This is an optimization exercise on Yosys and OpenROAD, whose aim is small area, a short achievable clock period and few clock cycles per item, not a production implementation. Only simulation tests tie the RTL to the original design; equivalence was not proved. Power figures rest on the tool's default switching activity, not on a simulated workload.

File: flow/design.v
`timescale 1ns / 1ps
package sngf_pkg;
   localparam int CSR_W   = 13;
   localparam int ROW_W   = 12;
   localparam int COL_W   = 12;
   localparam int LEN_W   = 13;
   localparam int COLOR_W = 24;
   localparam logic [CSR_W-1:0] ROW_WIDTH_RESET = 13'd800;
endpackage
`timescale 1ns / 1ps
`timescale 1ns / 1ps
`timescale 1ns / 1ps
`timescale 1ns / 1ps
module scanline_nearest_gap_fill (
   input  logic        clock,
   input  logic        reset,
   input  logic        req_push,
   output logic        req_full,
   input  logic [24:0] req_data,
   output logic        rsp_empty,
   input  logic        rsp_pop,
   output logic [61:0] rsp_data,
   input  logic        csr_valid,
   output logic        csr_ready,
   input  logic [12:0] csr_data
);
   logic [12:0] wid_ff;       
   logic [11:0] col_ff;
   logic [11:0] row_ff;
   logic        seen_ff;
   logic [11:0] scol_ff;      
   logic [23:0] sclr_ff;      
   logic        blk_ff;       
   logic        re_ff;        
   logic        past_ff;      
   logic        tok_ff;       
   logic        gbig_ff;      
   logic        cnz_ff;       
   logic        rinc_ff;      
   logic        ov_ff;
   logic [11:0] o_start_ff;
   logic [12:0] o_len_ff;
   logic [23:0] o_clr_ff;
   logic        pb_ff;        
   logic        pt_ff;        
   logic        pu_ff;        
   logic        o_last_ff;
   logic        odd_ff;       
   logic        pend_ff;      
   logic        fk0_ff;       
   logic        fk1_ff;       
   logic        fk2_ff;       
   logic        sampled;
   logic [23:0] new_clr;
   logic        pend;
   logic        out_free;
   logic        accept;
   logic        tail_s;
   logic [11:0] gap;
   logic [12:0] tail_len;
   logic [12:0] wid_in;
   logic [12:0] col_x;
   logic        load;
   logic        row_inc;
   logic [11:0] n_start;
   logic [12:0] n_len;
   logic [23:0] n_clr;
   logic        n_pb, n_pt, n_odd;
   logic        n_re, n_ov;
   logic        n_pu, n_last, n_seen, n_gbig, n_pend;
   assign csr_ready = 1'b1;
   assign rsp_empty = !ov_ff;
   assign rsp_data  = {o_start_ff, o_len_ff, row_ff, o_clr_ff, o_last_ff};
   assign sampled  = req_data[24];
   assign new_clr  = req_data[23:0];
   assign pend     = pend_ff;
   assign out_free = !ov_ff || rsp_pop;
   assign req_full = fk0_ff || (fk1_ff && sampled)
                     || (!rsp_pop && (fk2_ff || (ov_ff && sampled)));
   assign accept   = req_push && !req_full;
   assign tail_s   = re_ff && !past_ff;
   assign row_inc  = rinc_ff && out_free && !pend;
   assign col_x    = {1'b0, col_ff};
   assign gap      = col_ff - scol_ff;
   assign tail_len = wid_ff - {1'b0, scol_ff};
   always_comb begin
      if (csr_data == 13'd0)
         wid_in = 13'd1;
      else if (csr_data[12] && (csr_data[11:0] != 12'd0))
         wid_in = 13'd4096;
      else
         wid_in = csr_data;
   end
   always_comb begin
      load    = 1'b0;
      n_start = scol_ff;
      n_len   = 13'd1;
      n_clr   = sclr_ff;
      n_pb    = pb_ff;
      n_pt    = pt_ff;
      n_pu    = pu_ff;
      n_odd   = odd_ff;
      n_last  = 1'b1;
      if (pend) begin
         if (out_free) begin
            load = 1'b1;
            if (pb_ff) begin
               n_start = o_start_ff + o_len_ff[11:0];
               n_len   = o_len_ff + {12'd0, odd_ff};
               n_last  = !pt_ff;
               n_pb    = 1'b0;
            end else if (pu_ff) begin
               n_start = o_start_ff + o_len_ff[11:0];
               n_pu    = 1'b0;
            end else begin
               n_pt    = 1'b0;
            end
            if (accept && sampled)
               n_pu = 1'b1;
         end
      end else if (accept) begin
         if (sampled && !seen_ff) begin
            if (cnz_ff) begin
               load    = 1'b1;
               n_start = 12'd0;
               n_len   = col_x;
               n_clr   = new_clr;
               n_last  = !tail_s;
               n_pt    = tail_s;
            end else if (tail_s) begin
               load    = 1'b1;
               n_start = 12'd0;
               n_clr   = new_clr;
            end
         end else if (sampled) begin
            load = 1'b1;
            if (gbig_ff) begin
               n_len  = {2'b00, gap[11:1]};
               n_last = 1'b0;
               n_pb   = 1'b1;
               n_odd  = gap[0];
               n_pt   = tail_s;
            end else begin
               n_clr  = new_clr;
               n_last = !tail_s;
               n_pt   = tail_s;
            end
         end else if (re_ff && seen_ff && tok_ff) begin
            load  = 1'b1;
            n_len = tail_len;
         end
      end
   end
   always_comb begin
      if (blk_ff)
         n_re = (col_x + 13'd1) >= wid_ff;
      else if (accept)
         n_re = re_ff ? (wid_ff == 13'd1) : ((col_x + 13'd2) >= wid_ff);
      else
         n_re = re_ff;
      n_ov   = load || (ov_ff && !rsp_pop);
      n_seen = accept ? (!re_ff && (seen_ff || sampled)) : seen_ff;
      n_gbig = accept ? !sampled : gbig_ff;
      n_pend = n_pb || n_pt || n_pu;
   end
   always_ff @(posedge clock) begin
      if (reset) begin
         wid_ff  <= sngf_pkg::ROW_WIDTH_RESET;
         col_ff  <= '0;
         row_ff  <= '0;
         rinc_ff <= 1'b0;
         seen_ff <= 1'b0;
         pu_ff   <= 1'b0;
         fk1_ff  <= 1'b0;
         blk_ff  <= 1'b0;
         re_ff   <= 1'b0;
         past_ff <= 1'b0;
         cnz_ff  <= 1'b0;
         ov_ff   <= 1'b0;
         pb_ff   <= 1'b0;
         pt_ff   <= 1'b0;
         pend_ff <= 1'b0;
         fk0_ff  <= 1'b0;
         fk2_ff  <= 1'b0;
      end else begin
         blk_ff <= csr_valid;
         if (csr_valid) wid_ff <= wid_in;
         re_ff <= n_re;
         if (blk_ff)
            past_ff <= col_x >= wid_ff;
         else if (accept)
            past_ff <= 1'b0;
         if (accept) begin
            col_ff  <= re_ff ? 12'd0 : col_ff + 12'd1;
            cnz_ff  <= !re_ff;
         end
         row_ff  <= row_ff + {11'd0, row_inc};
         rinc_ff <= (accept && re_ff) || (rinc_ff && !row_inc);
         ov_ff   <= n_ov;
         pb_ff   <= n_pb;
         pt_ff   <= n_pt;
         pu_ff   <= n_pu;
         seen_ff <= n_seen;
         pend_ff <= n_pend;
         fk0_ff  <= csr_valid || (n_pend && n_re);
         fk1_ff  <= n_pend && !(n_seen && !n_gbig && !n_re && !n_pt);
         fk2_ff  <= n_ov && n_re;
      end
   end
   always_ff @(posedge clock) begin
      if (blk_ff)
         tok_ff <= wid_ff > {1'b0, scol_ff};
      else if (accept && sampled)
         tok_ff <= 1'b1;
      gbig_ff <= n_gbig;
      if (accept && sampled) begin
         scol_ff <= col_ff;
         sclr_ff <= new_clr;
      end
      odd_ff <= n_odd;
      if (load) begin
         o_start_ff <= n_start;
         o_len_ff   <= n_len;
         o_clr_ff   <= n_clr;
         o_last_ff  <= n_last;
      end
   end
endmodule
File: flow/flow/run.sh
#!/bin/bash
# The standard layout, with the ports buffered by a plain buffer cell
# (buffer_ports otherwise picks sky130_fd_sc_hd__clkdlybuf4s50_1).
set -euo pipefail
export BUFFER_PORTS_ARGS="-buffer_cell sky130_fd_sc_hd__buf_1"
bash standard.sh > standard_flow.log 2>&1
File: flow/standard.sh
#!/bin/bash
# synth_recipe.tcl (not shown) runs the flow's synth.tcl, then flattens the netlist and writes it again
# the make line also repeats each setting of config.mk as NAME=value (left out here)
make -C /OpenROAD-flow-scripts/flow DESIGN_CONFIG=/design/flow/config.mk WORK_HOME=/design/flow/orfs CLKGATE_MAP_FILE= SYNTH_SCRIPT=/design/flow/synth_recipe.tcl "${@:-finish}"
File: flow/config.mk
export PLATFORM = sky130hd
export DESIGN_NAME = scanline_nearest_gap_fill
export DESIGN_NICKNAME = scanline_nearest_gap_fill
export VERILOG_FILES = /design/flow/design.v
export SDC_FILE = /design/flow/constraint.sdc
export NUM_CORES = 4
export LEC_CHECK = 0
export CAP_MARGIN = 20
export CORE_MARGIN = 2
export CORE_UTILIZATION = 60
export CTS_BUF_LIST = sky130_fd_sc_hd__clkbuf_8 sky130_fd_sc_hd__clkbuf_16
export CTS_CLUSTER_DIAMETER = 80
export CTS_CLUSTER_SIZE = 40
export SETUP_SLACK_MARGIN = 2.55
export SLEW_MARGIN = 20
File: flow/constraint.sdc
create_clock -name core_clock -period 5.0 [get_ports {clock}]
set_input_delay 1.0000 -clock core_clock [delete_from_list [all_inputs] [get_ports {clock}]]
set_output_delay 1.0000 -clock core_clock [all_outputs]
set_load 0.01 [all_outputs]
==> flow_summary_export.csv <==
group,metric,value,unit
placed_design,globalplace.congestion,0.908,
pwr,p_switching,0.818,mW
synth,muxShareOfSynthArea,3.40,%
placed_design,portBuffers,106,
timing,holdWs,484,ps
synth,synth-adder-area-share,12.0,%
timing,finalCritPeriodShare,50.1,%
floorplan,core,13900,µm²
pwr,swShare,27.5,%
cells_and_area,area_growth,21.0,%
floorplan,fp-row-count,43,
route,drt_first_pass_iters,5,
global_route,grt-ovfl-total,0,
global_route,grt_antenna_before_repair,0,
pwr,p_int,2.16,mW
timing,finalHoldViolCount,0,
synth,yosysSeqAreaShare,43.1,%
cts,clk_pin_slew,70,ps
synth,synthFlopType,"edfxtp_1",
pwr,pwr-share-comb,13.5,%
route,ant_nets,0,
timing,setup-violations-final,0,
synth,synth_area_per_cell,9.98,µm²
synth,ys_ff_latch,140,
pwr,power_density,288,nW/µm²
min_path,hold_path.class,"register to register",
global_route,grt_use_met1,35.9,%
worst_setup_path,start_kind,"register",
route,viasPerCell,6.15,
worst_setup_path,cp_data_arrival_time,2770,ps
worst_setup_path,worstPathRequired,5270,ps
worst_setup_path,critPathCaptureType,"register",
timing,setup-tns-final,0,ps
floorplan,die_area,15200,µm²
cts,h-tree-depth,4,
cts,insertion_delay,430,ps
pwr,power,2.98,mW
flow_run,drv_cap,0,
placed_design,placed_area,9140,µm²
synth,synth-simple-area-share,13.4,%
global_route,grt_pass1_wl,33500,µm
synth,yosys_warnings,1,
floorplan,chipHeight,123,µm
global_route,grt_busiest_layer,"met2",
route,drt_iter0_drc,508,
timing,finalMaxSlewViolations,0,
route,drc,0,
route,wl_per_cell,18.3,µm
synth,syn_nets,979,
global_route,grt_pass1_vias,6881,
global_route,grt_max_degree,51,
global_route,grt_use_total,28.5,%
synth,synth_area,8540,µm²
cts,cts-root-buf,"clkbuf_16",
synth,synthArstFlopShare,0,%
synth,synth_compound_area_share,17.3,%
pwr,ir_drop,213,µV
synth,synth_xor_area_share,6.87,%
run_status,status,"timing/DRC/antenna clean",
cts,cts.sinks,140,
global_route,use_met3,5.40,%
synth,synth_top_family_by_area,"compound AO/OA/AOI/OAI gates",
cells_and_area,num_antenna_cells,0,
cts,cts_tree,"done",
timing,fin_worst_skew,9.49,ps
worst_setup_path,worstSetupPathType,"register to register",
worst_setup_path,critPathMaxFanout,3,
cells_and_area,layout.nets,1111,
pwr,pwr-share-clk,42.3,%
cts,holdBufCountCts,0,
placed_design,hpwl,15200,µm
cells_and_area,drive_gt1_share,17.4,%
synth,synth-edff-count,88,
timing,finalCriticalPeriod,2510,ps
pwr,p_seq_share,44.2,%
timing,tightestPinTransition,1120,ps
synth,syn-instance-count,856,
synth,netlist-cell-type-count,62,
floorplan,pin_count,108,
cts,clockBufferDepth,2,
route,num_vias,7267,
route,postRouteWirelength,21600,µm
floorplan,start_util,61.5,%
cells_and_area,fin_util,74.5,%
cells_and_area,fin_area,10300,µm²
global_route,use_met2,48.8,%
timing,fmax,399,MHz
timing,slew_headroom,25.6,%
cts,cts-buffers-inserted,17,
floorplan,die_width,123,µm
pwr,p_leak,4.12,nW
timing,rsz0062_at_grt,"yes",
## kinds of logic (layout without fill, tap and decap cells)
kind of cell               count (synthesis)  after routing
DFF                                      140            140
xor gates and xnor gates                  67             67
AOI/OAI and AO/OA                        222            222
other                                      1              1
buffers and inverters                     81            226
and+or+nand+nor                          239            239
adders and majority gates                 80             80
muxes                                     26             26
## layout make-up
cell class / count / area, µm²
Clock buffer: 17 / 425
Sequential cell: 140 / 3710
Multi-Input combinational cell: 635 / 4870
Tap cell: 180 / 225
Fill cell: 995 / 3540
Inverter: 45 / 169
Clock inverter: 15 / 168
Timing Repair Buffer: 149 / 767
## cells in the mapped netlist, drive strengths merged (10+ instances only)
library cell	instances	area [µm²]
xnor2	31	272
nand3	29	145
buf	15	86.3
a21oi	58	298
and3	18	113
nor2	78	309
edfxtp	88	2640
a22o	10	87.6
clkbuf	21	78.8
dfxtp	52	1040
a21o	10	75.1
nand2	57	221
ha	77	963
o21a	14	105
a22oi	19	143
mux2	24	270
xor2	36	315
o21ai	48	240
inv	45	169
## cell usage in the layout (no fill, tap or decap), drive strengths merged, types with 36 or more instances in the layout
master,n
xor2,36
dfxtp,52
nor2,78
o21ai,48
edfxtp,88
a21oi,58
ha,77
nand2,57
buf,148
inv,56
## worst paths after layout
kind,startpoint,end,slack [ps],cells after the start
setup / recovery,scol_ff[0]$_DFFE_PP_,o_len_ff[10]$_DFFE_PP_,2490,11
hold / removal,past_ff$_SDFFE_PP0P_,past_ff$_SDFFE_PP0P_,480,2
setup reg to reg,scol_ff[0]$_DFFE_PP_,o_len_ff[10]$_DFFE_PP_,2490,11
hold reg to reg,past_ff$_SDFFE_PP0P_,past_ff$_SDFFE_PP0P_,480,2
## sequential cells by signal (all words and copies together), names as in the netlist, 12 cells and up
signal	cells
wid_ff	13
row_ff	12
o_start_ff	12
scol_ff	12
o_len_ff	13
o_clr_ff	24
col_ff	12
sclr_ff	24
## stage by stage
stage               instances  setup slack, ps
floorplan                 856             2050
global placement         1111             1670
detailed placement       1111             1560
CTS                      1165             2470
global route             1181             2410
finish                   1181             2490
## power groups by stage
stage	logic [mW]	clock network, mW	registers (mW)
detailed placement	0.356	0	1.35
global route	0.441	1.32	1.32
floorplan	0.259	0	1.34
finish	0.402	1.26	1.32
global placement	0.341	0	1.34
CTS	0.382	1.27	1.32
## timing repair
action | 4_1_cts | 5_1_grt
endpoints found under the setup margin | 152 | 77
buffers inserted | 22 | 16
pin swaps | 16 | 44
gates resized for setup | 62 | 33
## per-layer routing
layer / vias up / wire length, µm / share of wire, %
li1: 3416 / - / -
met1: 3487 / 9040 / 42
met3: 49 / 1400 / 6.5
met2: 315 / 10600 / 49
met5: - / 0 / 0
met4: 0 / 529 / 2.5
## worst max-delay path, stage by stage (launching register included)
cell and delay (ps):
edfxtp_1 410, ha_2 220, inv_2 40, fa_2 330
a211o_1 320, a211oi_2 230, nand4b_1 200, buf_4 150
a21oi_1 60, o21ai_1 190, a211oi_2 80, o22ai_1 120
Testbench counts, summed over its fixed seeds: cycles 25,740, runs 12,397.

[re-timing with driven ports]
The flow's constraints put no driver on any port. The routed layout listed below was extracted and timed again, unchanged, in two steps. Step 1 (the two cells are an assumption about what drives the block):
set clk [get_ports {clock}]
set_driving_cell -lib_cell sky130_fd_sc_hd__clkbuf_16 $clk
set_driving_cell -lib_cell sky130_fd_sc_hd__buf_2 [delete_from_list [all_inputs] $clk]
Step 2 times the ports against the registers' clock, not the clock port: input delays grow and output delays shrink by t, the midpoint of the rising clock arrivals with the driver on. a / b / c = ideal ports / drivers / drivers and shift; a / b = the first two.
t (ns): 0.466
setup slack, ns: 2.494 / 2.448 / 2.068
worst register clock-pin slew, ns: 0.07 / 0.07
worst slew at a driven data input, ns: 0.07
pins driven straight from the clock port: 1
After both steps setup and hold are still met in this run. For this run, drivers alone change the setup slack by -0.046 ns; drivers and shift together by -0.426 ns.
